Background: an optimization exercise with open tools, aiming at small area, a short achievable clock period and few clock cycles. Do not read the settings as production practice. In this exercise RTL edits were held to simulation tests only and were not proved equivalent to the original. Power figures rest on the tool's default switching activity, not on a simulated workload.

==> flow/design.v (excerpt) <==
module act_buffer_sparse #(
  parameter int DATA_WIDTH = 8,
  parameter int NUM_COL    = 16,
  parameter int DEPTH      = 32,
  parameter int IDX_WIDTH  = $clog2(NUM_COL),
  parameter int ADDR_WIDTH = $clog2(DEPTH)
) (
  input  logic                             clk,
  input  logic                             reset,
  input  logic                             mode,
  input  logic                             wr_valid,
  output logic                             wr_ready,
  input  logic [NUM_COL-1:0]               wr_flag,
  input  logic [NUM_COL*DATA_WIDTH-1:0]    wr_data,
  input  logic                             rd_start,
  output logic                             rd_busy,
  output logic                             out_valid,
  input  logic                             out_ready,
  output logic [IDX_WIDTH-1:0]             out_index,
  output logic [DATA_WIDTH-1:0]            out_serial,
  output logic [NUM_COL*DATA_WIDTH-1:0]    out_parallel,
  output logic [NUM_COL-1:0]               out_flag,
  output logic [IDX_WIDTH:0]               row_nnz,
  output logic                             row_done,
  output logic [ADDR_WIDTH:0]              count,
  output logic                             empty,
  output logic                             full
);
  localparam int ROW_W  = NUM_COL * DATA_WIDTH;
  localparam int WORD_W = ROW_W + NUM_COL;
  localparam int HEAD   = DEPTH - 1;
  localparam int LVL    = $clog2(DEPTH);
  localparam int HALF   = NUM_COL / 2;
  ...
Size: ~12000 cells after synthesis, ~4900 flip-flops, roughly 320 I/O pins.
Settings: LEC_CHECK=0, CAP_MARGIN=20, CORE_MARGIN=2, CORE_UTILIZATION=60, CTS_CLUSTER_DIAMETER=80, CTS_CLUSTER_SIZE=30, SETUP_SLACK_MARGIN=5, SLEW_MARGIN=20, SYNTH_MEMORY_MAX_BITS=8192; clock period 8.0 ns.
run.sh (not shown) runs the stock make flow with config.mk's settings and CLKGATE_MAP_FILE= SYNTH_SCRIPT=/design/flow/synth_recipe.tcl, a recipe that flattens the netlist after the stock synthesis.
Testbench counts at the start, summed over its fixed seeds: cycles 26,800.
==> next run, changes <==
--- a/flow/design.v
+++ b/flow/design.v
@@ -73,47 +73,33 @@
   logic              consumed_n;
   logic [DEPTH-1:0]  mv;             
   logic [DEPTH-1:0]  vld_n;
   logic [DEPTH-1:0]  free_n;         
   logic              wr_fire;
   logic [DEPTH-1:0]  free_q, nfree_q;
   logic [DEPTH-1:0]  hold;
   assign mv   = free_q | {DEPTH{consumed}};
   assign hold = nfree_q & {DEPTH{!consumed}};
-  logic [DEPTH-1:0] vld_s;           
-  logic [DEPTH-1:0] vld_r;           
-  logic [DEPTH-1:0] free_s, free_r;
-  always_comb begin
-    vld_s[0] = free_q[0] ? wr_fire : vld[0];
-    for (int i = 1; i < DEPTH; i++) vld_s[i] = free_q[i] ? vld[i-1] : vld[i];
-    vld_r = {vld[DEPTH-2:0], wr_fire};
-    vld_n = consumed ? vld_r : vld_s;
-  end
-  logic [DEPTH-1:0] sufs [LVL+1];
-  logic [DEPTH-1:0] sufr [LVL+1];
-  always_comb begin
-    sufs[0] = ~vld_s;
-    sufr[0] = ~vld_r;
+  always_comb begin
+    vld_n[0] = mv[0] ? wr_fire : vld[0];
+    for (int i = 1; i < DEPTH; i++) vld_n[i] = mv[i] ? vld[i-1] : vld[i];
+  end
+  logic [DEPTH-1:0] suf [LVL+1];
+  always_comb begin
+    suf[0] = ~vld_n;
     for (int k = 1; k <= LVL; k++) begin
       for (int i = 0; i < DEPTH; i++) begin
-        if (i + (1 << (k - 1)) < DEPTH) begin
-          sufs[k][i] = sufs[k-1][i] | sufs[k-1][i + (1 << (k - 1))];
-          sufr[k][i] = sufr[k-1][i] | sufr[k-1][i + (1 << (k - 1))];
-        end else begin
-          sufs[k][i] = sufs[k-1][i];
-          sufr[k][i] = sufr[k-1][i];
-        end
-      end
-    end
-  end
-  assign free_s = sufs[LVL];
-  assign free_r = sufr[LVL];
-  assign free_n = consumed ? free_r : free_s;
+        if (i + (1 << (k - 1)) < DEPTH) suf[k][i] = suf[k-1][i] | suf[k-1][i + (1 << (k - 1))];
+        else                            suf[k][i] = suf[k-1][i];
+      end
+    end
+  end
+  assign free_n = suf[LVL];
   always_ff @(posedge clk) begin
     if (reset) begin
       free_q  <= '1;
       nfree_q <= '0;
     end else begin
       free_q  <= free_n;
       nfree_q <= ~free_n;
     end
   end
Sequential power barely changes.
Count of clock-buffer cells in the layout came out higher by 5.
Setup slack is worse by 0.066 ns.
Hold slack gets better by 0.015 ns.
Flip-flop and latch count stays the same.
Design area is about the same.
Final cell count is about the same.
Power stays flat.
Area after synthesis fell by 0.33%.
Non-clock buffer count rises by 17.
Testbench counts after the change, summed over its fixed seeds: cycles 26,800.

* * *

lane 1:
act_buffer_sparse, a different RTL version from the one above (not shown whole).
For scale: about 5700 cells after synthesis, ~4700 flip-flops, roughly 320 I/O pins, ~0.15 mm^2 of cells after synthesis.
==> flow/config.mk <==
export PLATFORM = sky130hd
export DESIGN_NAME = act_buffer_sparse
export DESIGN_NICKNAME = act_buffer_sparse
export VERILOG_FILES = /design/flow/design.v
export SDC_FILE = /design/flow/constraint.sdc
export NUM_CORES = 4
export LEC_CHECK = 0
export CAP_MARGIN = 20
export CORE_MARGIN = 2
export CORE_UTILIZATION = 40
export SLEW_MARGIN = 20
export SYNTH_MEMORY_MAX_BITS = 8192
==> flow/constraint.sdc <==
create_clock -name core_clock -period 8.0 [get_ports {clk}]
set_input_delay 1.6000 -clock core_clock [delete_from_list [all_inputs] [get_ports {clk}]]
set_output_delay 1.6000 -clock core_clock [all_outputs]
set_load 0.01 [all_outputs]
Testbench counts of lane 1, summed over its fixed seeds: cycles 26,800.
What lane 2 does differently from lane 1 at the input level:
-- flow/design.v --
<<< lane 1, line 68
  logic [DEPTH-1:0]  vld;            
  logic              consumed;       
  logic [DEPTH-1:0]  hole;           
  logic [DEPTH-1:0]  mv;             
  logic              wr_fire;
  assign hole = {~vld[HEAD] | consumed, ~vld[HEAD-1:0]};
  logic [DEPTH-1:0] suf [LVL+1];
  always_comb begin
    suf[0] = hole;
    for (int k = 1; k <= LVL; k++) begin
      for (int i = 0; i < DEPTH; i++) begin
>>> lane 2, line 68
  logic [DEPTH-1:0]  vld;            
  logic              consumed;       
  logic [DEPTH-1:0]  mv;             
  logic              wr_fire;
  logic              consumed_n;
  logic [DEPTH-1:0]  vld_n;
  logic [DEPTH-1:0]  free_n;         
  always_comb begin
    vld_n[0] = mv[0] ? wr_fire : vld[0];
    for (int i = 1; i < DEPTH; i++) vld_n[i] = mv[i] ? vld[i-1] : vld[i];
  end
  logic [DEPTH-1:0] suf [LVL+1];
  always_comb begin
    suf[0] = ~vld_n;
    for (int k = 1; k <= LVL; k++) begin
      for (int i = 0; i < DEPTH; i++) begin
<<< lane 1, line 82
    end
  end
  assign mv = suf[LVL];
  always_ff @(posedge clk) begin
    if (mv[0]) stg[0] <= {wr_flag, wr_data};
>>> lane 2, line 87
    end
  end
  assign free_n = suf[LVL];
  always_ff @(posedge clk) begin
    if (reset) mv <= '1;
    else       mv <= free_n | {DEPTH{consumed_n}};
  end
  always_ff @(posedge clk) begin
    if (mv[0]) stg[0] <= {wr_flag, wr_data};
<<< lane 1, line 147
  assign xfer    = outv && out_ready;
  assign cnt_n   = cnt + (ADDR_WIDTH + 1)'(wr_fire) - (ADDR_WIDTH + 1)'(rdone);
  always_ff @(posedge clk) begin
    if (reset) begin
>>> lane 2, line 156
  assign xfer    = outv && out_ready;
  assign cnt_n   = cnt + (ADDR_WIDTH + 1)'(wr_fire) - (ADDR_WIDTH + 1)'(rdone);
  always_comb begin
    consumed_n = consumed && !mv[HEAD];
    if (go) begin
      if (!gmode && h_rest == '0) consumed_n = 1'b1;
    end else if (xfer) begin
      if (pmode || (r_any && r_rest == '0)) consumed_n = 1'b1;
    end
  end
  always_ff @(posedge clk) begin
    if (reset) consumed <= 1'b0;
    else       consumed <= consumed_n;
  end
  always_ff @(posedge clk) begin
    if (reset) begin
<<< lane 1, line 168
      mode_q   <= 1'b0;
      rdone    <= 1'b0;
      consumed <= 1'b0;
      oidx     <= '0;
      oser     <= '0;
>>> lane 2, line 189
      mode_q   <= 1'b0;
      rdone    <= 1'b0;
      oidx     <= '0;
      oser     <= '0;
<<< lane 1, line 176
      rem      <= '0;
    end else begin
      if (mv[HEAD]) consumed <= 1'b0;
      if (acc) begin
        busy   <= 1'b1;
>>> lane 2, line 196
      rem      <= '0;
    end else begin
      if (acc) begin
        busy   <= 1'b1;
<<< lane 1, line 192
        end else if (!h_any) begin
          rdone    <= 1'b1;
          consumed <= 1'b1;
        end else begin
          outv <= 1'b1;
>>> lane 2, line 211
        end else if (!h_any) begin
          rdone    <= 1'b1;
        end else begin
          outv <= 1'b1;
<<< lane 1, line 198
          oser <= h_byte;
          rem  <= h_rest;
          if (h_rest == '0) consumed <= 1'b1;
        end
      end else if (xfer) begin
>>> lane 2, line 216
          oser <= h_byte;
          rem  <= h_rest;
        end
      end else if (xfer) begin
<<< lane 1, line 205
          pv       <= '0;
          rdone    <= 1'b1;
          consumed <= 1'b1;
        end else if (r_any) begin
          oidx <= r_idx;
          oser <= r_byte;
          rem  <= r_rest;
          if (r_rest == '0) consumed <= 1'b1;
        end else begin
          outv  <= 1'b0;
>>> lane 2, line 222
          pv       <= '0;
          rdone    <= 1'b1;
        end else if (r_any) begin
          oidx <= r_idx;
          oser <= r_byte;
          rem  <= r_rest;
        end else begin
          outv  <= 1'b0;
==> run summary <==
Clock share of power: lane 2 vs lane 1 down 0.5 points
Number of logic stages on the critical path including buffering: lower on lane 1
Lower share of final-layout standard cells stronger than drive strength 1 was reported by lane 2, not lane 1.
Against lane 1, lane 2 comes in 1.0% higher on post-placement cell count.
The higher core region area of lane 1 and lane 2 is in lane 2.
Synthesized area (lower): lane 1
Status: clock power parity (lane 2, lane 1)
Lane 2 can be clocked faster than lane 1.
Global-route usage essentially unchanged between lane 2 and lane 1.
Relative to lane 1, lane 2 degrades area of the die.
Taking lane 1 as the reference, in lane 2 routed wire length level, cell row count moved up, total cell area at the placement stage moved up.
Testbench counts of lane 2, summed over its fixed seeds: cycles 26,800.

* * *

Another version of the RTL of act_buffer_sparse (not shown whole).
Size in the first run: roughly 6100 cells after synthesis, ~4900 flip-flops, ~320 I/O pins, ~150000 sq um of cells after synthesis.
make LEC_CHECK=0 CAP_MARGIN=20 CORE_MARGIN=2 CORE_UTILIZATION=60 CTS_CLUSTER_DIAMETER=80 CTS_CLUSTER_SIZE=30 SETUP_SLACK_MARGIN=5 SLEW_MARGIN=20 SYNTH_MEMORY_MAX_BITS=8192 finish   # period 8.0 ns
The baseline finished clean.
Testbench counts at the start, summed over its fixed seeds: cycles 26,800.
Change:
--- a/flow/design.v
+++ b/flow/design.v
@@ -87,43 +87,53 @@
         if (i + (1 << (k - 1)) < DEPTH) suf[k][i] = suf[k-1][i] | suf[k-1][i + (1 << (k - 1))];
         else                            suf[k][i] = suf[k-1][i];
       end
     end
   end
   assign free_n = suf[LVL];
-  always_ff @(posedge clk) begin
-    if (reset) mv <= '1;
-    else       mv <= free_n | {DEPTH{consumed_n}};
-  end
-  always_ff @(posedge clk) begin
-    if (mv[0]) stg[0] <= {wr_flag, wr_data};
+  logic [DEPTH-1:0]  hold;
+  always_ff @(posedge clk) begin
+    if (reset) begin
+      mv   <= '1;
+      hold <= '0;
+    end else begin
+      mv   <= free_n | {DEPTH{consumed_n}};
+      hold <= ~(free_n | {DEPTH{consumed_n}});
+    end
+  end
+  always_ff @(posedge clk) begin
+    stg[0] <= ({wr_flag, wr_data} & {WORD_W{mv[0]}}) | (stg[0] & {WORD_W{hold[0]}});
     for (int i = 1; i < DEPTH; i++) begin
-      if (mv[i]) stg[i] <= stg[i-1];
+      stg[i] <= (stg[i-1] & {WORD_W{mv[i]}}) | (stg[i] & {WORD_W{hold[i]}});
     end
   end
   always_ff @(posedge clk) begin
     if (reset) vld <= '0;
     else       vld <= vld_n;
   end
-  logic [NUM_COL-1:0]  pflag;
-  logic [HC_W-1:0]     pc_lo, pc_hi;
+  localparam int QTR  = NUM_COL / 4;
+  localparam int QC_W = $clog2(QTR + 1);
+  logic [NUM_COL-1:0]  qflag;
+  logic [QC_W-1:0]     qc [4];
+  logic [QC_W-1:0]     qc_q [4];
   logic [HC_W-1:0]     pc_lo_q, pc_hi_q;
   logic [NNZ_W-1:0]    h_nnz;
-  assign pflag = stg[HEAD-2][ROW_W +: NUM_COL];
-  always_comb begin
-    pc_lo = '0;
-    pc_hi = '0;
-    for (int c = 0; c < HALF; c++) begin
-      pc_lo = pc_lo + HC_W'(pflag[c]);
-      pc_hi = pc_hi + HC_W'(pflag[HALF + c]);
-    end
-  end
-  always_ff @(posedge clk) begin
+  assign qflag = stg[HEAD-3][ROW_W +: NUM_COL];
+  always_comb begin
+    for (int q = 0; q < 4; q++) begin
+      qc[q] = '0;
+      for (int c = 0; c < QTR; c++) qc[q] = qc[q] + QC_W'(qflag[q*QTR + c]);
+    end
+  end
+  always_ff @(posedge clk) begin
+    if (mv[HEAD-2]) begin
+      for (int q = 0; q < 4; q++) qc_q[q] <= qc[q];
+    end
     if (mv[HEAD-1]) begin
-      pc_lo_q <= pc_lo;
-      pc_hi_q <= pc_hi;
+      pc_lo_q <= HC_W'(qc_q[0]) + HC_W'(qc_q[1]);
+      pc_hi_q <= HC_W'(qc_q[2]) + HC_W'(qc_q[3]);
     end
     if (mv[HEAD]) h_nnz <= NNZ_W'(pc_lo_q) + NNZ_W'(pc_hi_q);
   end
   logic [NUM_COL-1:0]    hflag;
   logic [ROW_W-1:0]      hdata;
   logic [ROW_W-1:0]      hmask;      
Synthesized cell count rose by 94%; worst setup slack hardly moves; via count goes up by 66%; die area barely changes; final area is lower by 2.5%; cell count grows by 46%; clock-buffer cell count drops by 23; synthesized area hardly moves.
Testbench counts after the change, summed over its fixed seeds: cycles 26,800.

## afterwards: timing with drivers on the ports
The results above use ideal ports. As a check the final layouts listed here were re-extracted and re-timed, cells and wires unchanged.
Step 1 (the two cells are an assumption about what drives the block):
set clk [get_ports {clk}]
set_driving_cell -lib_cell sky130_fd_sc_hd__clkbuf_16 $clk
set_driving_cell -lib_cell sky130_fd_sc_hd__buf_2 [delete_from_list [all_inputs] $clk]
Step 2 adds t to the input delays and takes it off the output delays; t is the mean of the earliest and latest rising clock arrival at the registers after step 1. Input paths then give back, and output paths get back, about the clock's delay inside the block.
a / b / c = ideal / step 1 / step 2; a / b = the first two.
run	shift t [ns]	setup slack, ns	hold WS [ns]
the first run of note 1	0.942	4.997 / 4.951 / 4.115	0.427 / 0.427 / 0.427
the second run of note 1	0.960	4.932 / 4.901 / 4.124	0.442 / 0.442 / 0.442
lane 1	0.967	3.451 / 3.451 / 3.321	0.373 / 0.373 / 0.373
lane 2	0.999	3.861 / 3.861 / 3.416	0.377 / 0.377 / 0.377
the first run of note 3	0.923	5.006 / 4.955 / 4.151	0.407 / 0.407 / 0.407
the second run of note 3	0.923	5.004 / 4.941 / 4.142	0.456 / 0.456 / 0.456
After both steps setup and hold are still met in every run listed. For the first run of note 1, which loses most, drivers alone change the setup slack by -0.046 ns; drivers and shift together by -0.882 ns.
